Context: an optimization exercise on an open-source flow, tuned for small area. The choices shown serve that exercise and are no tape-out recipe. The RTL was checked by simulation tests, not by an equivalence proof against the original design.

==> design/flow/design.v <==
package aes_pkg;
    typedef logic [7:0] byte_t;
    localparam int LANE_MAX = 16;
endpackage
module sbox_in
(
    input  logic [7:0] x,
    output logic [7:0] f,
    output logic [7:0] g
);
    logic a8, a9, a10, a11, a12, a13, a14, a15, a16, a17, a18, a19, a20, a21;
    assign a8 = x[2] ^ x[7];
    assign a9 = x[5] ^ a8;
    assign a10 = x[4] ^ x[6];
    assign a11 = x[3] ^ x[4];
    assign a12 = x[0] ^ x[5];
    assign a13 = x[4] ^ a9;
    assign a14 = x[1] ^ x[2];
    assign a15 = a11 ^ a14;
    assign a16 = x[1] ^ x[6];
    assign a17 = a12 ^ a16;
    assign a18 = x[4] ^ x[7];
    assign a19 = x[3] ^ a9;
    assign a20 = a10 ^ a12;
    assign a21 = a10 ^ a18;
    assign f[0] = a18;
    assign f[1] = a19;
    assign f[2] = a17;
    assign f[3] = x[0];
    assign f[4] = a15;
    assign f[5] = a8;
    assign f[6] = a13;
    assign f[7] = a10;
    assign g[0] = a11;
    assign g[1] = ~a20;
    assign g[2] = ~a10;
    assign g[3] = ~a9;
    assign g[4] = ~a13;
    assign g[5] = ~a21;
    assign g[6] = ~a15;
    assign g[7] = a17;
endmodule
module sbox_core
(
    input  logic [7:0] v,
    output logic [7:0] yf,
    output logic [7:0] yi
);
    logic b8, b9, b10, b11, b12, b13, b14, b15, b16, b17, b18, b19, b20, b21, b22, b23;
    assign b8 = v[4] ^ v[5];
    assign b9 = v[6] ^ b8;
    assign b10 = v[4] ^ v[7];
    assign b11 = v[1] ^ b9;
    assign b12 = v[2] ^ b11;
    assign b13 = v[3] ^ b10;
    assign b14 = v[0] ^ v[5];
    assign b15 = v[2] ^ v[5];
    assign b16 = v[0] ^ b12;
    assign b17 = b12 ^ b13;
    assign b18 = b9 ^ b13;
    assign b19 = v[7] ^ b9;
    assign b20 = v[5] ^ b19;
    assign b21 = v[0] ^ b10;
    assign b22 = b18 ^ b20;
    assign b23 = b15 ^ b16;
    logic t2, t3, t4, t5, t6, t7, t8, t9, t10, t11, t12, t13, t14, t15, t16, t17, t18, t19, t20, t21, t22, t23, t24, t25, t26, t27, t28, t29, t30, t31, t32, t33, t34, t35, t36, t37, t38, t39, t40, t41, t42, t43, t44, t45, z0, z1, z2, z3, z4, z5, z6, z7, z8, z9, z10, z11, z12, z13, z14, z15, z16, z17;
    assign t2 = b23 & b8;
    assign t3 = b15 & b22;
    assign t4 = t3 ^ t2;
    assign t5 = b16 & v[3];
    assign t6 = t5 ^ t2;
    assign t7 = b11 & b9;
    assign t8 = v[2] & b18;
    assign t9 = t8 ^ t7;
    assign t10 = b12 & b13;
    assign t11 = t10 ^ t7;
    assign t12 = v[0] & b10;
    assign t13 = b14 & v[6];
    assign t14 = t13 ^ t12;
    assign t15 = v[5] & b20;
    assign t16 = t15 ^ t12;
    assign t17 = t4 ^ t14;
    assign t18 = t6 ^ t16;
    assign t19 = t9 ^ t14;
    assign t20 = t11 ^ t16;
    assign t21 = t17 ^ b21;
    assign t22 = t18 ^ b19;
    assign t23 = t19 ^ v[1];
    assign t24 = t20 ^ b17;
    assign t25 = t21 ^ t22;
    assign t26 = t21 & t23;
    assign t27 = t24 ^ t26;
    assign t28 = t25 & t27;
    assign t29 = t28 ^ t22;
    assign t30 = t23 ^ t24;
    assign t31 = t22 ^ t26;
    assign t32 = t31 & t30;
    assign t33 = t32 ^ t24;
    assign t34 = t23 ^ t33;
    assign t35 = t27 ^ t33;
    assign t36 = t24 & t35;
    assign t37 = t36 ^ t34;
    assign t38 = t27 ^ t36;
    assign t39 = t29 & t38;
    assign t40 = t25 ^ t39;
    assign t41 = t40 ^ t37;
    assign t42 = t29 ^ t33;
    assign t43 = t29 ^ t40;
    assign t44 = t33 ^ t37;
    assign t45 = t42 ^ t41;
    assign z0 = t44 & b8;
    assign z1 = t37 & b22;
    assign z2 = t33 & v[3];
    assign z3 = t43 & b9;
    assign z4 = t40 & b18;
    assign z5 = t29 & b13;
    assign z6 = t42 & b10;
    assign z7 = t45 & v[6];
    assign z8 = t41 & b20;
    assign z9 = t44 & b23;
    assign z10 = t37 & b15;
    assign z11 = t33 & b16;
    assign z12 = t43 & b11;
    assign z13 = t40 & v[2];
    assign z14 = t29 & b12;
    assign z15 = t42 & v[0];
    assign z16 = t45 & b14;
    assign z17 = t41 & v[5];
    logic [17:0] zz;
    assign zz = {z17, z16, z15, z14, z13, z12, z11, z10, z9, z8, z7, z6, z5, z4, z3, z2, z1, z0};
    logic c18, c19, c20, c21, c22, c23, c24, c25, c26, c27, c28, c29, c30, c31, c32, c33, c34, c35, c36, c37, c38, c39, c40, c41, c42, c43, c44, c45, c46, c47, c48, c49, c50, c51, c52, c53, c54, c55, c56, c57, c58;
    assign c18 = zz[15] ^ zz[16];
    assign c19 = zz[12] ^ c18;
    assign c20 = zz[13] ^ c19;
    assign c21 = zz[4] ^ zz[10];
    assign c22 = zz[6] ^ zz[8];
    assign c23 = zz[5] ^ c20;
    assign c24 = zz[0] ^ zz[2];
    assign c25 = zz[3] ^ c21;
    assign c26 = zz[9] ^ c18;
    assign c27 = zz[6] ^ zz[7];
    assign c28 = zz[1] ^ c26;
    assign c29 = zz[16] ^ zz[17];
    assign c30 = zz[14] ^ c22;
    assign c31 = c22 ^ c23;
    assign c32 = c25 ^ c27;
    assign c33 = c19 ^ c30;
    assign c34 = zz[0] ^ c28;
    assign c35 = c24 ^ c33;
    assign c36 = c25 ^ c34;
    assign c37 = zz[3] ^ c24;
    assign c38 = zz[10] ^ c32;
    assign c39 = zz[3] ^ c31;
    assign c40 = zz[5] ^ c37;
    assign c41 = c29 ^ c35;
    assign c42 = c20 ^ c40;
    assign c43 = zz[11] ^ c29;
    assign c44 = c32 ^ c43;
    assign c45 = c26 ^ c43;
    assign c46 = c36 ^ c41;
    assign c47 = c44 ^ c45;
    assign c48 = c38 ^ c39;
    assign c49 = c36 ^ c40;
    assign c50 = c41 ^ c44;
    assign c51 = c45 ^ c46;
    assign c52 = c42 ^ c44;
    assign c53 = c39 ^ c40;
    assign c54 = c36 ^ c38;
    assign c55 = c20 ^ c46;
    assign c56 = c20 ^ c38;
    assign c57 = c47 ^ c48;
    assign c58 = c36 ^ c57;
    assign yf[0] = ~c42;
    assign yf[1] = ~c48;
    assign yf[2] = c50;
    assign yf[3] = c49;
    assign yf[4] = c36;
    assign yf[5] = ~c41;
    assign yf[6] = ~c54;
    assign yf[7] = c47;
    assign yi[0] = c45;
    assign yi[1] = c56;
    assign yi[2] = c58;
    assign yi[3] = c52;
    assign yi[4] = c53;
    assign yi[5] = c51;
    assign yi[6] = c55;
    assign yi[7] = c39;
endmodule
module sbox_sub_bytes_pipe
#(
    parameter int LANES = 16,
    parameter int CNT_W = 16
) (
    input  logic               clk,
    input  logic               rst_n,
    input  logic               flush,
    input  logic               in_valid,
    output logic               in_ready,
    input  logic               in_inv,
    input  logic [8*LANES-1:0] in_data,
    output logic               out_valid,
    input  logic               out_ready,
    output logic               out_inv,
    output logic [8*LANES-1:0] out_data,
    output logic               busy,
    output logic [CNT_W-1:0]   done_cnt
);
    logic               s1_valid_r;
    logic               s1_inv_r;
    logic [8*LANES-1:0] s1_data_r;
    logic               s2_valid_r;
    logic               s2_inv_r;
    logic [8*LANES-1:0] s2_data_r;
    logic               busy_r;
    logic [CNT_W-1:0]   done_cnt_r;
    logic               s2_adv_s;
    logic               s1_ld_s;
    logic               accept_s;
    logic               s1_valid_nxt_s;
    logic               s2_valid_nxt_s;
    logic               s1_sel_f_s, s1_sel_i_s, s1_sel_h_s;
    logic               s2_sel_f_s, s2_sel_i_s, s2_sel_h_s;
    logic [8*LANES-1:0] in_f_s, in_g_s, s1_data_nxt_s;
    logic [8*LANES-1:0] sub_f_s, sub_i_s, s2_data_nxt_s;
    assign s2_adv_s       = !s2_valid_r || out_ready;
    assign s1_ld_s        = !s1_valid_r || s2_adv_s;
    assign in_ready       = !rst_n || (!flush && s1_ld_s);
    assign accept_s       = in_valid && !flush && s1_ld_s;
    assign s1_valid_nxt_s = accept_s || (!flush && s1_valid_r && !s2_adv_s);
    assign s2_valid_nxt_s = !flush && (s2_adv_s ? s1_valid_r : s2_valid_r);
    assign s1_sel_f_s = s1_ld_s && !in_inv;
    assign s1_sel_i_s = s1_ld_s && in_inv;
    assign s1_sel_h_s = !s1_ld_s;
    assign s2_sel_f_s = s2_adv_s && !s1_inv_r;
    assign s2_sel_i_s = s2_adv_s && s1_inv_r;
    assign s2_sel_h_s = !s2_adv_s;
    for (genvar g = 0; g < LANES; g++) begin : g_lane
        sbox_in u_in (
            .x (in_data[8*g +: 8]),
            .f (in_f_s[8*g +: 8]),
            .g (in_g_s[8*g +: 8])
        );
        sbox_core u_core (
            .v  (s1_data_r[8*g +: 8]),
            .yf (sub_f_s[8*g +: 8]),
            .yi (sub_i_s[8*g +: 8])
        );
    end
    assign s1_data_nxt_s = ({8*LANES{s1_sel_f_s}} & in_f_s)
                         | ({8*LANES{s1_sel_i_s}} & in_g_s)
                         | ({8*LANES{s1_sel_h_s}} & s1_data_r);
    assign s2_data_nxt_s = ({8*LANES{s2_sel_f_s}} & sub_f_s)
                         | ({8*LANES{s2_sel_i_s}} & sub_i_s)
                         | ({8*LANES{s2_sel_h_s}} & s2_data_r);
    always_ff @(posedge clk or negedge rst_n) begin
        if (!rst_n) begin
            s1_valid_r <= 1'b0;
            s2_valid_r <= 1'b0;
            busy_r     <= 1'b0;
        end else begin
            s1_valid_r <= s1_valid_nxt_s;
            s2_valid_r <= s2_valid_nxt_s;
            busy_r     <= s1_valid_nxt_s || s2_valid_nxt_s;
        end
    end
    always_ff @(posedge clk) begin
        s1_data_r <= s1_data_nxt_s;
        s2_data_r <= s2_data_nxt_s;
        if (s1_ld_s) begin
            s1_inv_r <= in_inv;
        end
        if (s2_adv_s) begin
            s2_inv_r <= s1_inv_r;
        end
    end
    always_ff @(posedge clk or negedge rst_n) begin
        if (!rst_n) begin
            done_cnt_r <= '0;
        end else if (s2_valid_r && out_ready) begin
            done_cnt_r <= done_cnt_r + {{(CNT_W-1){1'b0}}, 1'b1};
        end
    end
    assign out_valid = s2_valid_r;
    assign out_inv   = s2_inv_r;
    assign out_data  = s2_data_r;
    assign busy      = busy_r;
    assign done_cnt  = done_cnt_r;
endmodule
==> design/flow/flow/run.sh <==
#!/bin/bash
# Layout flow: the standard flow, except that ABC maps the logic for area instead of
# speed (the design has a lot of timing slack at the 10 ns clock). Synthesis is otherwise
# the standard flow's own script (synth_recipe.tcl), so the registers are the standard synthesis's.
set -euo pipefail
W=$(pwd)
{
  cat <<EOF
proc abc {args} {
  set i [lsearch -exact \$args -script]
  if {\$i >= 0} { lset args [expr {\$i+1}] $W/flow/area.abc }
  puts "abc with the area script: \$args"
  yosys abc {*}\$args
}
EOF
  cat synth_recipe.tcl
} > my_synth.tcl
sed "s#SYNTH_SCRIPT=[^ ]*#SYNTH_SCRIPT=$W/my_synth.tcl#" standard.sh > my_standard.sh
bash my_standard.sh synth > synth.log 2>&1
bash my_standard.sh finish > layout.log 2>&1
test -f out/final.def
==> design/flow/flow/area.abc <==
&get -n
&dch -f
&nf -R 1000 -p -C 32
&put
==> design/flow/standard.sh <==
#!/bin/bash
# synth_recipe.tcl (not shown) runs the flow's synth.tcl, then flattens the netlist and writes it again
# the make line also repeats each setting of config.mk as NAME=value (left out here)
make -C /OpenROAD-flow-scripts/flow DESIGN_CONFIG=/design/flow/config.mk WORK_HOME=/design/flow/orfs CLKGATE_MAP_FILE= SYNTH_SCRIPT=/design/flow/synth_recipe.tcl "${@:-finish}"
==> design/flow/config.mk <==
export PLATFORM = sky130hd
export DESIGN_NAME = sbox_sub_bytes_pipe
export DESIGN_NICKNAME = sbox_sub_bytes_pipe
export VERILOG_FILES = /design/flow/design.v
export SDC_FILE = /design/flow/constraint.sdc
export NUM_CORES = 8
export LEC_CHECK = 0
export CAP_MARGIN = 20
export CELL_PAD_IN_SITES_DETAIL_PLACEMENT = 1
export CELL_PAD_IN_SITES_GLOBAL_PLACEMENT = 2
export CORE_MARGIN = 2
export CORE_UTILIZATION = 35
export SLEW_MARGIN = 20
==> design/flow/constraint.sdc <==
create_clock -name core_clock -period 10.0 [get_ports {clk}]
set_input_delay 2.0000 -clock core_clock [delete_from_list [all_inputs] [get_ports {clk}]]
set_output_delay 2.0000 -clock core_clock [all_outputs]
set_load 0.01 [all_outputs]
==> results of run 1 <==
metrics by stage:
| step | worst slack (ns) | std cells | utilization, % | cell area (sq um) | hold WS, ns |
|---|---|---|---|---|---|
| 4_1_cts | 3.47 | 4227 | 43.2 | 30400 | 0.464 |
| 2_1_floorplan | 0.482 | 2928 | - | 24900 | 0.454 |
| 3_3_place_gp | 3.70 | 4158 | 41.3 | 29000 | 0.453 |
| 6_report | 3.52 | 4229 | 43.2 | 30400 | 0.464 |
| 5_1_grt | 2.91 | 4228 | 43.2 | 30400 | 0.489 |
| 3_5_place_dp | 3.53 | 4159 | 41.4 | 29100 | 0.449 |
per-layer routing:
| layer | track usage (%) | share of wire [%] | vias to the layer above |
|---|---|---|---|
| met5 | 0 | 0 | - |
| met4 | 5.12 | 2.1 | 0 |
| met3 | 2.59 | 3.4 | 87 |
| met2 | 36.5 | 48 | 325 |
| met1 | 26.7 | 46 | 10300 |
| li1 | - | - | 10500 |
worst max-delay path, cell delays in order (launching register included):
cell      delay (ns)
dfxtp_1         0.51
xor2_1          0.20
xnor2_1         0.47
clkinv_1        0.15
ha_1            0.38
xnor2_1         0.38
ha_1            0.32
xor2_1          0.17
xnor2_1         0.18
xor2_1          0.50
xor2_1          0.24
nor2_1          0.07
a21oi_1         0.38
xnor2_1         0.19
xnor2_1         0.24
nand2_1         0.12
xor2_1          0.29
xor2_1          0.28
xor2_1          0.49
xnor2_1         0.25
xor2_1          0.23
a22oi_1         0.18
o21ai_0         0.11
cell families (layout without fill, tap and decap cells):
group	count (synthesis)	in the layout	share of synthesized area, %
adder cells (fa/ha/maj)	65	65	3.26
AO/OA/AOI/OAI	454	454	12.9
AND/OR/NAND/NOR	634	634	10.8
multiplexers	1	1	0.0452
other	0	2	0
flip-flops	277	277	22.7
buffers and inverters	115	474	1.73
XOR/XNOR	1382	1382	48.6
synthesized netlist by cell type:
master	n
o221ai_1	73
nor2b_1	34
and3_1	15
nand2b_1	39
a221o_1	20
dfxtp_1	256
o221a_1	1
nand4_1	5
nand2_1	390
dfrtp_1	19
edfxtp_1	2
xnor2_1	787
clkinv_1	115
o21bai_1	7
nor3_1	2
or2_0	1
and2_0	11
ha_1	65
a22oi_1	109
o22ai_1	2
mux2_1	1
a222oi_1	56
xor2_1	595
nor2_1	109
a21oi_1	59
o21ai_0	127
nand3_1	28
final cells by class:
type | count | area, sq um | share of cell area, %
Sequential cell | 277 | 5660 | 18.6
Clock inverter | 20 | 265 | 0.873
Antenna cell | 2 | 5.00 | 0.0165
Tap cell | 940 | 1180 | 3.87
Timing Repair Buffer | 291 | 2920 | 9.61
Clock buffer | 48 | 1040 | 3.42
Multi-Input combinational cell | 2536 | 18900 | 62.2
Inverter | 115 | 432 | 1.42
worst min path at each step:
stage                           start                     end  slack [ns]  cells after the start
2_1_floorplan  s1_data_r[100]$_DFF_P_  s1_data_r[100]$_DFF_P_        0.45                      2
5_1_grt         s2_data_r[44]$_DFF_P_   s2_data_r[44]$_DFF_P_        0.49                      2
6_report        s2_data_r[45]$_DFF_P_   s2_data_r[45]$_DFF_P_        0.46                      2
3_3_place_gp    s2_data_r[44]$_DFF_P_   s2_data_r[44]$_DFF_P_        0.45                      2
4_1_cts         s2_data_r[45]$_DFF_P_   s2_data_r[45]$_DFF_P_        0.46                      2
3_5_place_dp    s2_data_r[45]$_DFF_P_   s2_data_r[45]$_DFF_P_        0.45                      2
state kept, by name, indices dropped and copies added, names as in the netlist:
signal,cells
s1_valid_r,1
s2_data_r,128
s1_data_r,128
busy_r,1
s2_inv_r,1
s2_valid_r,1
done_cnt_r,16
s1_inv_r,1
==> out/qor.yml, run 1 <==
grt_pass1_wl_microns: 124000
row_count: 97
worstPathArrival_ns: 6.88
ctsHoldBuffers: 0
io_buffers: 281
drtPass1Iterations: 5
outcome: "complete, no violations"
cts_resized: 0
dr.first_iter.drc_count: 940
final_common_cell: "xnor2_1"
cts_inserted_buffers: 39
post-route-min-period_ns: 6.48
synth-seq-area-share_pct: 22.7
syn_area_sq_mm: 0.0249
synth_seq_cells: 277
cp_max_fo: 7
setup_viol_count_final: 0
cp-endpoint: "s2_data_r[1]$_DFF_P_"
startpoint_type: "flop"
die_y_microns: 271
routed_wirelength_microns: 78000
slew_viol_final: 0
worstPathRequired_ns: 10.40
most-common-layout-cells: "xnor2_1 (787), xor2_1 (595), nand2_1 (388)"
r2r_slack_ns: 3.52
synth_nets: 3127
syn2layout_area_growth_pct: 21.9
grt_max_degree: 132
fin_crit_sh_pct: 64.8
path_class: "flop to flop"
max_freq_mhz: 154
core_area_sq_mm: 0.0703
tns_ns: 0
path_clk_slew_ns: 0.06
yosysTopAreaCell: "xnor2_1"
pin_count: 282
yosysWarnings: 1
worstSetupStartpoint: "s1_data_r[5]$_DFF_P_"
ctsLongestPathBuffers: 3
rsz0062_at_grt: "no"
nets: 3459
drtAntennaViolNets: 0
r2r-start: "s1_data_r[5]$_DFF_P_"
grt_pass1_vias: 22800
drive_gt1_share_pct: 2.43
hold_violations: 0
initial_core_util_pct: 35.5
drc: 0
avgRoutedWirePerCell_microns: 18.5
reg2reg_depth: 22
clk_root_buffer_cell: "clkbuf_16"
syn_inst: 2928
r2r-end: "s2_data_r[1]$_DFF_P_"
worstMarginPinSlew_ns: 0.943
min_path_type: "flop to flop"
htreeDepth: 2
end_kind: "flop"
finClkSkew_ns: 0.0380
cts_sinks: 277
postCtsSetupBuffers: 0
grt_overflow: 0
max-cap-violations: 0
grt_antenna_before_repair: 2
syn-mean-instance-area_sq_um: 8.51
synth_cell_types: 27
yosysTopAreaCellShare_pct: 27.7
fillers: 8219
synth_area_leaders: "xnor2_1 (28%), xor2_1 (21%), dfxtp_1 (21%)"
vias: 21200
gp_congestion: 0.851
grtUsageTotal_pct: 20.7
cts_tree: "built"
die_w_microns: 271
dieArea_sq_mm: 0.0734
clk-insertion-delay-late_ns: 0.58
hpwl_microns: 59800
slew_headroom_pct: 36.9
routed_via_density: 5.02
==> inputs of run 2 (changes only) <==
--- a/design/flow/flow/run.sh
+++ b/design/flow/flow/run.sh
@@ -19,3 +19,3 @@
 bash my_standard.sh synth > synth.log 2>&1
-bash my_standard.sh finish > layout.log 2>&1
+bash my_standard.sh "BUFFER_PORTS_ARGS=-buffer_cell sky130_fd_sc_hd__buf_1" finish > layout.log 2>&1
 test -f out/final.def
--- a/design/flow/config.mk
+++ b/design/flow/config.mk
@@ -12,2 +12,3 @@
 export CORE_UTILIZATION = 35
+export CTS_BUF_LIST = sky130_fd_sc_hd__clkbuf_4
 export SLEW_MARGIN = 20
==> out/qor.yml, run 2 <==
outcome: "complete, no violations"
grt_overflow: 0  # unchanged
grt_max_degree: 133  # +0.76%
final_cells: 4317  # +2.1%
synth_edf_count: 2  # unchanged
yosysTopAreaCell: "xnor2_1"
yosysWarnings: 1  # unchanged
r2r-end: "s2_data_r[2]$_DFF_P_"
r2r_slack_ns: 3.57  # +0.05 ns
postCtsSetupBuffers: 0  # unchanged
grt_pass1_vias: 23300  # +2.4%
avgRoutedWirePerCell_microns: 18.4  # -0.33%
drtAntennaViolNets: 0  # unchanged
worstMarginPinSlew_ns: 0.844  # -0.0993 ns
finClkSkew_ns: 0.0590  # +0.0210 ns
clk-insertion-delay-late_ns: 0.87  # +0.29 ns
synth_commonest_cells: "xnor2_1 (787), xor2_1 (595), nand2_1 (390), dfxtp_1 (256), o21ai_0 (127)"
syn2layout_area_growth_pct: 13.8
cp_max_fo: 7  # unchanged
cp-endpoint: "s2_data_r[2]$_DFF_P_"
synth_nets: 3127  # unchanged
drtPass1Iterations: 5  # unchanged
synthFlopType: "dfxtp_1"
max-cap-violations: 0  # unchanged
end_kind: "flop"
async_reset_ff_share_pct: 6.86  # unchanged
pin_count: 282  # unchanged
ctsHoldBuffers: 0  # unchanged
dieArea_sq_mm: 0.0734  # unchanged
startpoint_type: "flop"
synth_area_leaders: "xnor2_1 (28%), xor2_1 (21%), dfxtp_1 (21%)"
nets: 3510  # +1.5%
r2r-start: "s1_data_r[5]$_DFF_P_"
grtUsageTotal_pct: 21.3  # +0.54 points
slew_viol_final: 0  # unchanged
syn-mean-instance-area_sq_um: 8.51  # unchanged
routed_via_density: 4.99  # -0.64%
grt_pass1_wl_microns: 127000  # +2.0%
io_buffers: 281  # unchanged
syn_area_sq_mm: 0.0249  # unchanged
hold_violations: 0  # unchanged
slew_headroom_pct: 43.8  # +6.8 points
worstPathRequired_ns: 10.68  # +0.28 ns
drc: 0  # unchanged
cts_sinks: 277  # unchanged
worstPathArrival_ns: 7.11  # +0.23 ns
synth-seq-area-share_pct: 22.7  # unchanged
setup_viol_count_final: 0  # unchanged
drive_gt1_share_pct: 4.51  # +2.1 points
final_common_cell: "xnor2_1"
yosysTopAreaCellShare_pct: 27.7  # unchanged
max_freq_mhz: 155  # +0.73%
reg2reg_depth: 22  # unchanged
die_w_microns: 271  # unchanged
tns_ns: 0  # unchanged
routed_wirelength_microns: 79400  # +1.7%
cts_resized: 0  # unchanged
path_clk_slew_ns: 0.06  # about the same
hpwl_microns: 61300  # +2.4%
ctsLongestPathBuffers: 3  # unchanged
grt_antenna_before_repair: 6  # +4
worstSetupStartpoint: "s1_data_r[5]$_DFF_P_"
vias: 21500  # +1.4%
post-route-min-period_ns: 6.43  # -0.0469 ns
dpl.cell_count: 4160  # +0.024%
reg_top3: "s1_data_r: 128 flops, s2_data_r: 128 flops, done_cnt_r: 16 flops"
path_class: "flop to flop"
rsz0062_at_grt: "no"
hold_ws_ns: 0.462  # -0.00191 ns
cts_inserted_buffers: 89  # +130%
core_area_sq_mm: 0.0703  # unchanged
fin_crit_sh_pct: 64.3  # -0.47 points
cts_tree: "built"
htreeDepth: 3  # +1
clk_root_buffer_cell: "clkbuf_4"
synth_cell_types: 27  # unchanged
min_path_type: "flop to flop"
row_count: 97  # unchanged
die_y_microns: 271  # unchanged
gp_congestion: 0.867  # +1.9%
dr.first_iter.drc_count: 923  # -1.8%
syn_inst: 2928  # unchanged
synth_most_common_cell: "xnor2_1"
initial_core_util_pct: 35.5  # unchanged
most-common-layout-cells: "xnor2_1 (787), xor2_1 (595), nand2_1 (388)"
synth_seq_cells: 277  # unchanged
==> run 2: cell count changes in the layout (fill, tap and decap cells not counted) <==
| cell | previous run | this run |
|---|---|---|
| clkinv_4 | 0 | 3 |
| diode_2 | 2 | 6 |
| clkbuf_4 | 0 | 117 |
| clkdlybuf4s50_1 | 281 | 0 |
| clkinv_1 | 117 | 135 |
| inv_8 | 0 | 1 |
| clkbuf_8 | 3 | 0 |
| buf_4 | 8 | 10 |
| clkbuf_16 | 39 | 0 |
| inv_6 | 4 | 2 |
| clkbuf_1 | 6 | 0 |
| buf_16 | 1 | 0 |
| bufinv_16 | 6 | 0 |
| buf_1 | 0 | 281 |
==> run 2: critical path, cell delays in order (launching register included) <==
cell and delay (ns):
dfxtp_1 0.49, xor2_1 0.19, xnor2_1 0.46, clkinv_1 0.16, ha_1 0.38, xnor2_1 0.33
ha_1 0.32, xor2_1 0.18, xnor2_1 0.22, xor2_1 0.45, xor2_1 0.22, nor2_1 0.06
a21oi_1 0.40, xnor2_1 0.21, xnor2_1 0.24, nand2_1 0.12, xor2_1 0.28, xor2_1 0.28
xor2_1 0.50, xnor2_1 0.31, xor2_1 0.27, xnor2_1 0.15, o21ai_0 0.09
==> run 2: per-stage QoR <==
stage	util (%)	worst slack, ns	area (sq um)
3_5_place_dp	38.9	3.57	27300
3_3_place_gp	38.9	3.66	27300
4_1_cts	40.4	3.53	28400
6_report	40.4	3.57	28400
2_1_floorplan	-	0.482	24900
5_1_grt	40.4	2.96	28400
==> run 2: how the worst min path moves through the flow <==
stage | end | start | cells past startpoint
4_1_cts | s2_data_r[108]$_DFF_P_ | s2_data_r[108]$_DFF_P_ | 2
2_1_floorplan | s1_data_r[100]$_DFF_P_ | s1_data_r[100]$_DFF_P_ | 2
3_3_place_gp | done_cnt_r[15]$_DFFE_PN0P_ | done_cnt_r[15]$_DFFE_PN0P_ | 1
3_5_place_dp | s2_data_r[108]$_DFF_P_ | s2_data_r[108]$_DFF_P_ | 2
6_report | done_cnt_r[15]$_DFFE_PN0P_ | done_cnt_r[15]$_DFFE_PN0P_ | 1
5_1_grt | done_cnt_r[15]$_DFFE_PN0P_ | done_cnt_r[15]$_DFFE_PN0P_ | 1
==> run 2: logic make-up after synthesis <==
| kind of cell | share of synthesized area, % |
|---|---|
| AOI/OAI and AO/OA | 12.9 |
| xor gates and xnor gates | 48.6 |
| adders and majority gates | 3.26 |
| buffers and inverters | 1.73 |
| DFF | 22.7 |
| muxes | 0.0452 |
| and+or+nand+nor | 10.8 |
==> run 2: area by class of cell <==
type / instances / area [sq um]
sequential: 277 / 5660
tap: 940 / 1180
inverter: 115 / 432
antenna: 6 / 15.0
timing repair buffer: 292 / 1150
clock inverter: 34 / 173
fill: 8582 / 41900
multi-input combinational: 2536 / 18900
clock buffer: 117 / 878
==> run 2: layer usage <==
layer / track usage, % / wire (microns) / vias up
li1: - / - / 10700
met1: 26.6 / 36100 / 10400
met2: 37.2 / 38600 / 378
met3: 3.51 / 2850 / 113
met4: 6.56 / 1840 / 2
met5: 0 / 13 / -
==> inputs of run 3 (changes only) <==
--- a/design/flow/config.mk
+++ b/design/flow/config.mk
@@ -12,3 +12,5 @@
 export CORE_UTILIZATION = 35
-export CTS_BUF_LIST = sky130_fd_sc_hd__clkbuf_4
+export CTS_BUF_LIST = sky130_fd_sc_hd__clkbuf_16
+export CTS_CLUSTER_DIAMETER = 100
+export CTS_CLUSTER_SIZE = 30
 export SLEW_MARGIN = 20
==> out/qor.yml, run 3 <==
worstPathRequired_ns: 10.45  # -0.23 ns
synth_area_leaders: "xnor2_1 (28%), xor2_1 (21%), dfxtp_1 (21%)"
synth_cell_types: 27  # unchanged
cts_tree: "built"
worstPathArrival_ns: 6.84  # -0.27 ns
synth_most_common_cell: "xnor2_1"
clk-insertion-delay-late_ns: 0.59  # -0.28 ns
finClkSkew_ns: 0.0255  # -0.0335 ns
yosysTopAreaCellShare_pct: 27.7  # unchanged
worst-path-buf-inv: 1  # unchanged
routed_wirelength_microns: 78700  # -0.89%
max_freq_mhz: 156  # +0.64%
end_kind: "flop"
tns_ns: 0  # unchanged
startpoint_type: "flop"
setup_viol_count_final: 0  # unchanged
gp_congestion: 0.867  # unchanged
cts_sinks: 277  # unchanged
syn-mean-instance-area_sq_um: 8.51  # unchanged
slew_headroom_pct: 39.0  # -4.7 points
synth_seq_cells: 277  # unchanged
met3_length_microns: 2110  # -26%
grt_max_degree: 133  # unchanged
io_buffers: 281  # unchanged
die_y_microns: 271  # unchanged
grt_pass1_wl_microns: 126000  # -0.85%
vias: 21100  # -2.2%
outcome: "complete, no violations"
most-common-layout-cells: "xnor2_1 (787), xor2_1 (595), nand2_1 (388)"
max-cap-violations: 0  # unchanged
ctsHoldBuffers: 0  # unchanged
synth_nets: 3127  # unchanged
nets: 3444  # -1.9%
yosysWarnings: 1  # unchanged
grt_overflow: 0  # unchanged
synth_edf_count: 2  # unchanged
die_w_microns: 271  # unchanged
worstMarginPinSlew_ns: 0.914  # +0.0706 ns
pin_count: 282  # unchanged
htreeDepth: 1  # -2
hold_ws_ns: 0.467  # +0.00454 ns
synth-seq-area-share_pct: 22.7  # unchanged
fin_crit_sh_pct: 63.9  # -0.41 points
row_count: 97  # unchanged
hold_violations: 0  # unchanged
final_cell_area_sq_mm: 0.0282  # -0.77%
wl_met2_microns: 38700  # +0.18%
path_clk_slew_ns: 0.10  # +0.04 ns
routed_via_density: 5.01  # +0.40%
critPathMaxStageDelay_ns: 0.50  # about the same
top_layer: "met4"
grt_pass1_vias: 22800  # -2.3%
path_class: "flop to flop"
initial_core_util_pct: 35.5  # unchanged
dieArea_sq_mm: 0.0734  # unchanged
post_dp_cell_area_sq_mm: 0.0273  # unchanged
postCtsSetupBuffers: 0  # unchanged
core_area_sq_mm: 0.0703  # unchanged
drtAntennaViolNets: 0  # unchanged
cp_max_fo: 7  # unchanged
async_reset_ff_share_pct: 6.86  # unchanged
synth_commonest_cells: "xnor2_1 (787), xor2_1 (595), nand2_1 (390), dfxtp_1 (256), o21ai_0 (127)"
grtUsageTotal_pct: 20.9  # -0.35 points
r2r_slack_ns: 3.61  # +0.04 ns
drive_gt1_share_pct: 1.90  # -2.6 points
syn_area_sq_mm: 0.0249  # unchanged
grt_antenna_before_repair: 3  # -3
avgRoutedWirePerCell_microns: 18.7  # +1.7%
ctsLongestPathBuffers: 3  # unchanged
cts_resized: 0  # unchanged
wl_met1_microns: 36400  # +0.94%
worst_path_most_repeated_cell: "xor2_1"
synthFlopType: "dfxtp_1"
clk_root_buffer_cell: "clkbuf_16"
critPathTopFamily: "XOR/XNOR gates"
syn2layout_area_growth_pct: 13.0
drtPass1Iterations: 5  # unchanged
cts_inserted_buffers: 23  # -74%
reg_top3: "s1_data_r: 128 flops, s2_data_r: 128 flops, done_cnt_r: 16 flops"
final_common_cell: "xnor2_1"
crit_chain: "xor2_1 > xnor2_1 > clkinv_1 > ha_1 > xnor2_1 > ha_1 > xor2_1 > xnor2_1 > xor2_1 > xor2_1 > nor2_1 > a21oi_1 > xnor2_1 > xnor2_1 > nand2_1 > xor2_1 > xor2_1 > xor2_1 > xnor2_1 > xor2_1 > a22oi_1 > o21ai_0"
syn_inst: 2928  # unchanged
slowest_stage: "dfxtp_1"
rsz0062_at_grt: "no"
post-route-min-period_ns: 6.39  # -0.0406 ns
yosysTopAreaCell: "xnor2_1"
dr.first_iter.drc_count: 866  # -6.2%
min_path_type: "flop to flop"
slew_viol_final: 0  # unchanged
hpwl_microns: 61300  # unchanged
drc: 0  # unchanged
run 3: cell count changes in the layout (fill, tap and decap cells not counted), sizes merged:
cell,change
diode,-3
bufinv,+1
clkinv,-24
clkbuf,-94
inv,+9
clkinvlp,-1
run 3: kinds of logic (layout without fill, tap and decap cells):
group                      after synthesis  in the layout  synth area share, %
AOI/OAI and AO/OA                      454            454                 12.9
xor gates and xnor gates              1382           1382                 48.6
adders and majority gates               65             65                 3.26
buffers and inverters                  115            449                 1.73
DFF                                    277            277                 22.7
muxes                                    1              1               0.0452
other                                    0              3                    0
and+or+nand+nor                        634            634                 10.8
run 3: metrics by stage:
stage          std cells  utilization [%]  worst slack [ns]
3_3_place_gp        4160             38.9              3.66
2_1_floorplan       2928                -             0.482
5_1_grt             4205             40.1              2.97
6_report            4205             40.1              3.61
3_5_place_dp        4160             38.9              3.57
4_1_cts             4202             40.1              3.54
run 3: area by class of cell:
type	instances	area (sq um)
Sequential cell	277	5660
Multi-Input combinational cell	2536	18900
Tap cell	940	1180
Clock buffer	23	576
Fill cell	8496	42100
Clock inverter	19	264
Inverter	115	432
Timing Repair Buffer	292	1150
Antenna cell	3	7.51
run 3: worst paths after layout:
check	start	to	cells after the start
setup / recovery	s1_data_r[5]$_DFF_P_	s2_data_r[1]$_DFF_P_	22
hold / removal	done_cnt_r[15]$_DFFE_PN0P_	done_cnt_r[15]$_DFFE_PN0P_	1
setup reg to reg	s1_data_r[5]$_DFF_P_	s2_data_r[1]$_DFF_P_	22
hold reg to reg	done_cnt_r[15]$_DFFE_PN0P_	done_cnt_r[15]$_DFFE_PN0P_	1
max in group asynchronous	rst_n	done_cnt_r[7]$_DFFE_PN0P_	2
min in group asynchronous	rst_n	busy_r$_DFF_PN0_	2
run 3: routing by layer:
layer  GRT usage [%]  up-vias
li1                -    10500
met3            1.78       74
met2            37.7      286
met4            4.86        0
met5               0        -
met1            26.9    10200
run 3: worst register-to-register path, stage by stage, from the launching register on:
cell and delay (ns):
dfxtp_1 0.50, xor2_1 0.19, xnor2_1 0.44, clkinv_1 0.16, ha_1 0.38, xnor2_1 0.33
ha_1 0.32, xor2_1 0.18, xnor2_1 0.22, xor2_1 0.45, xor2_1 0.22, nor2_1 0.06
a21oi_1 0.39, xnor2_1 0.21, xnor2_1 0.24, nand2_1 0.12, xor2_1 0.28, xor2_1 0.28
xor2_1 0.50, xnor2_1 0.27, xor2_1 0.24, a22oi_1 0.18, o21ai_0 0.12
==> inputs of run 4 (changes only) <==
--- a/design/flow/config.mk
+++ b/design/flow/config.mk
@@ -8,6 +8,6 @@
 export CAP_MARGIN = 20
-export CELL_PAD_IN_SITES_DETAIL_PLACEMENT = 1
-export CELL_PAD_IN_SITES_GLOBAL_PLACEMENT = 2
+export CELL_PAD_IN_SITES_DETAIL_PLACEMENT = 0
+export CELL_PAD_IN_SITES_GLOBAL_PLACEMENT = 0
 export CORE_MARGIN = 2
-export CORE_UTILIZATION = 35
+export CORE_UTILIZATION = 62
 export CTS_BUF_LIST = sky130_fd_sc_hd__clkbuf_16
@@ -15,2 +15,3 @@
 export CTS_CLUSTER_SIZE = 30
+export PLACE_DENSITY = 0.75
 export SLEW_MARGIN = 20
==> out/qor.yml, run 4 <==
path_class: "flop to flop"
die_w_microns: 205  # -24%
pre_cts_ws_ns: 3.85  # +0.278 ns
cp_max_fo: 6  # -1
synth_most_common_cell: "xnor2_1"
grt_pass1_wl_microns: 103000  # -18%
cts_sinks: 277  # unchanged
worstPathArrival_ns: 6.68  # -0.16 ns
slew_viol_final: 0  # unchanged
ctsHoldBuffers: 0  # unchanged
finClkSkew_ns: 0.0382  # +0.0126 ns
final_cells: 3776  # -10%
synth_area_leaders: "xnor2_1 (28%), xor2_1 (21%), dfxtp_1 (21%)"
htreeDepth: 1  # unchanged
setup_viol_count_final: 0  # unchanged
initial_core_util_pct: 62.7  # +27 points
grt_antenna_before_repair: 12  # +9
multi_input_area_sq_mm: 0.0189  # about the same
cts_inserted_buffers: 15  # -35%
drtAntennaViolNets: 0  # unchanged
die_y_microns: 205  # -24%
layout.area.seq_sq_mm: 0.00566  # unchanged
hold_violations: 0  # unchanged
end_kind: "flop"
dpl.cell_count: 3744  # -10%
r2r-start: "s1_data_r[77]$_DFF_P_"
synth-seq-area-share_pct: 22.7  # unchanged
slew_headroom_pct: 24.5  # -15 points
postCtsSetupBuffers: 0  # unchanged
dr.first_iter.drc_count: 1551  # +79%
timing.final.ws_setup_ns: 3.71  # +0.101 ns
min_path_type: "flop to flop"
drtPass1Iterations: 7  # +2
routed_wirelength_microns: 63200  # -20%
fillers: 3383  # -60%
hp-start: "done_cnt_r[15]$_DFFE_PN0P_"
gp_congestion: 0.989  # +14%
reg2reg_depth: 21  # -4.5%
cts_tree: "built"
synthFlopType: "dfxtp_1"
cp-endpoint: "s2_data_r[74]$_DFF_P_"
synth_edf_count: 2  # unchanged
max_freq_mhz: 159  # +1.6%
critPathMaxStageDelay_ns: 0.56  # +0.06 ns
slowest_stage: "dfxtp_1"
grt_overflow: 0  # unchanged
max-cap-violations: 0  # unchanged
yosysTopAreaCell: "xnor2_1"
clk_root_buffer_cell: "clkbuf_16"
drc: 0  # unchanged
hold_ws_ns: 0.472  # +0.00557 ns
grt_busiest_layer: "met2"
outcome: "complete, no violations"
grtUsageTotal_pct: 29.6  # +8.6 points
syn_inst: 2928  # unchanged
drive_gt1_share_pct: 1.36  # -0.54 points
fin_crit_sh_pct: 62.9  # -1.0 points
grt_pass1_vias: 21300  # -6.7%
clk-insertion-delay-late_ns: 0.54  # -0.05 ns
yosysTopAreaCellShare_pct: 27.7  # unchanged
nets: 3435  # -0.26%
syn-mean-instance-area_sq_um: 8.51  # unchanged
ctsLongestPathBuffers: 3  # unchanged
syn_area_sq_mm: 0.0249  # unchanged
row_count: 73  # -25%
vias: 21100  # +0.35%
worstMarginPinSlew_ns: 1.13  # +0.218 ns
r2r_slack_ns: 3.71  # +0.10 ns
dieArea_sq_mm: 0.0418  # -43%
use_met1_pct: 37.3  # +10 points
grt_max_degree: 97  # -27%
globalRouteMet3Util_pct: 4.23  # +2.5 points
r2r-end: "s2_data_r[74]$_DFF_P_"
post-route-min-period_ns: 6.29  # -0.101 ns
final_common_cell: "xnor2_1"
worstPathRequired_ns: 10.39  # -0.06 ns
synth_seq_cells: 277  # unchanged
met2_usage_pct: 52.6  # +15 points
routed_via_density: 5.60  # +12%
syn2layout_area_growth_pct: 9.48
worstSetupStartpoint: "s1_data_r[77]$_DFF_P_"
most-common-layout-cells: "xnor2_1 (787), xor2_1 (595), nand2_1 (388)"
synth_cell_types: 27  # unchanged
crit_chain: "xor2_1 > xnor2_1 > clkinv_1 > ha_1 > xnor2_1 > ha_1 > xor2_1 > xnor2_1 > xnor2_1 > nand2_1 > o21ai_0 > xor2_1 > xor2_1 > and2_0 > xnor2_1 > xor2_1 > xor2_1 > xnor2_1 > xor2_1 > xnor2_1 > o21ai_0"
yosysWarnings: 1  # unchanged
io_buffers: 281  # unchanged
synth_nets: 3127  # unchanged
path_clk_slew_ns: 0.11  # about the same
reg_top3: "s1_data_r: 128 flops, s2_data_r: 128 flops, done_cnt_r: 16 flops"
async_reset_ff_share_pct: 6.86  # unchanged
pin_count: 282  # unchanged
synth_commonest_cells: "xnor2_1 (787), xor2_1 (595), nand2_1 (390), dfxtp_1 (256), o21ai_0 (127)"
hpwl_microns: 48200  # -21%
startpoint_type: "flop"
cts_resized: 0  # unchanged
rsz0062_at_grt: "no"
core_area_sq_mm: 0.0397  # -43%
tns_ns: 0  # unchanged
avgRoutedWirePerCell_microns: 16.7  # -11%
[run 4: cell type report]
cell class                 instances  share of cell area, %
tap                              525                   2.41
sequential                       277                   20.7
inverter                         115                   1.58
timing repair buffer             291                   4.14
clock buffer                      15                   1.38
clock inverter                    10                  0.495
multi-input combinational       2536                   69.2
antenna                            7                 0.0642
[run 4: critical path, delay by kind of cell (launching register included)]
family                   cells  cell delay [ns]
buffers and inverters        1             0.15
AND/OR/NAND/NOR              2             0.37
flip-flops                   1             0.56
XOR/XNOR                    14             3.80
adder cells (fa/ha/maj)      2             0.68
AO/OA/AOI/OAI                2             0.58
[run 4: stage by stage]
stage               util, %  instance area, sq um
detailed placement     67.4                 26800
global route           68.7                 27300
global placement       67.4                 26800
CTS                    68.6                 27300
floorplan                 -                 24900
finish                 68.7                 27300
[run 4: layer usage]
layer | routed length (microns) | vias up
met5 | 63 | -
met4 | 1390 | 10
met3 | 3680 | 102
met2 | 30600 | 577
met1 | 27400 | 9987
li1 | - | 10500
[run 4: kinds of logic (layout without fill, tap and decap cells)]
kind of cell,after synthesis,count (layout),synth area share (%)
and+or+nand+nor,634,634,10.8
other,0,7,0
muxes,1,1,0.0452
DFF,277,277,22.7
buffers and inverters,115,431,1.73
adders and majority gates,65,65,3.26
AOI/OAI and AO/OA,454,454,12.9
xor gates and xnor gates,1382,1382,48.6
[run 4: worst min-delay path by stage]
| stage | to | slack (ns) | cells past startpoint |
|---|---|---|---|
| 2_1_floorplan | s1_data_r[100]$_DFF_P_ | 0.45 | 2 |
| 3_3_place_gp | s2_data_r[90]$_DFF_P_ | 0.45 | 2 |
| 3_5_place_dp | s2_data_r[29]$_DFF_P_ | 0.45 | 2 |
| 4_1_cts | done_cnt_r[15]$_DFFE_PN0P_ | 0.48 | 1 |
| 5_1_grt | s2_data_r[29]$_DFF_P_ | 0.50 | 2 |
| 6_report | done_cnt_r[15]$_DFFE_PN0P_ | 0.47 | 1 |

-- afterwards: timing with drivers on the ports --
The results above use ideal ports. As a check the final layouts listed here were re-extracted and re-timed, cells and wires unchanged. Step 1 (the two cells are an assumption about what drives the block):
set clk [get_ports {clk}]
set_driving_cell -lib_cell sky130_fd_sc_hd__clkbuf_16 $clk
set_driving_cell -lib_cell sky130_fd_sc_hd__buf_2 [delete_from_list [all_inputs] $clk]
Step 2 adds t to the input delays and takes it off the output delays; t is the mean of the earliest and latest rising clock arrival at the registers after step 1. Input paths then give back, and output paths get back, about the clock's delay inside the block. Slacks: ideal / step 1 / step 2; pairs: ideal / step 1.
| run | t (ns) | setup WS [ns] | hold WS [ns] | clock arrival spread, ns | slew at the worst register clock pin (ns) |
|---|---|---|---|---|---|
| run 1 | 0.632 | 3.519 / 3.519 / 3.519 | 0.464 / 0.464 / 0.464 | 0.038 / 0.038 | 0.06 / 0.06 |
| run 2 | 0.905 | 3.566 / 3.566 / 3.566 | 0.462 / 0.462 / 0.462 | 0.059 / 0.059 | 0.07 / 0.07 |
| run 3 | 0.645 | 3.607 / 3.607 / 3.607 | 0.467 / 0.467 / 0.467 | 0.028 / 0.029 | 0.11 / 0.11 |
| run 4 | 0.579 | 3.708 / 3.708 / 3.708 | 0.472 / 0.472 / 0.472 | 0.038 / 0.038 | 0.12 / 0.12 |
After both steps every run listed still meets setup and hold.
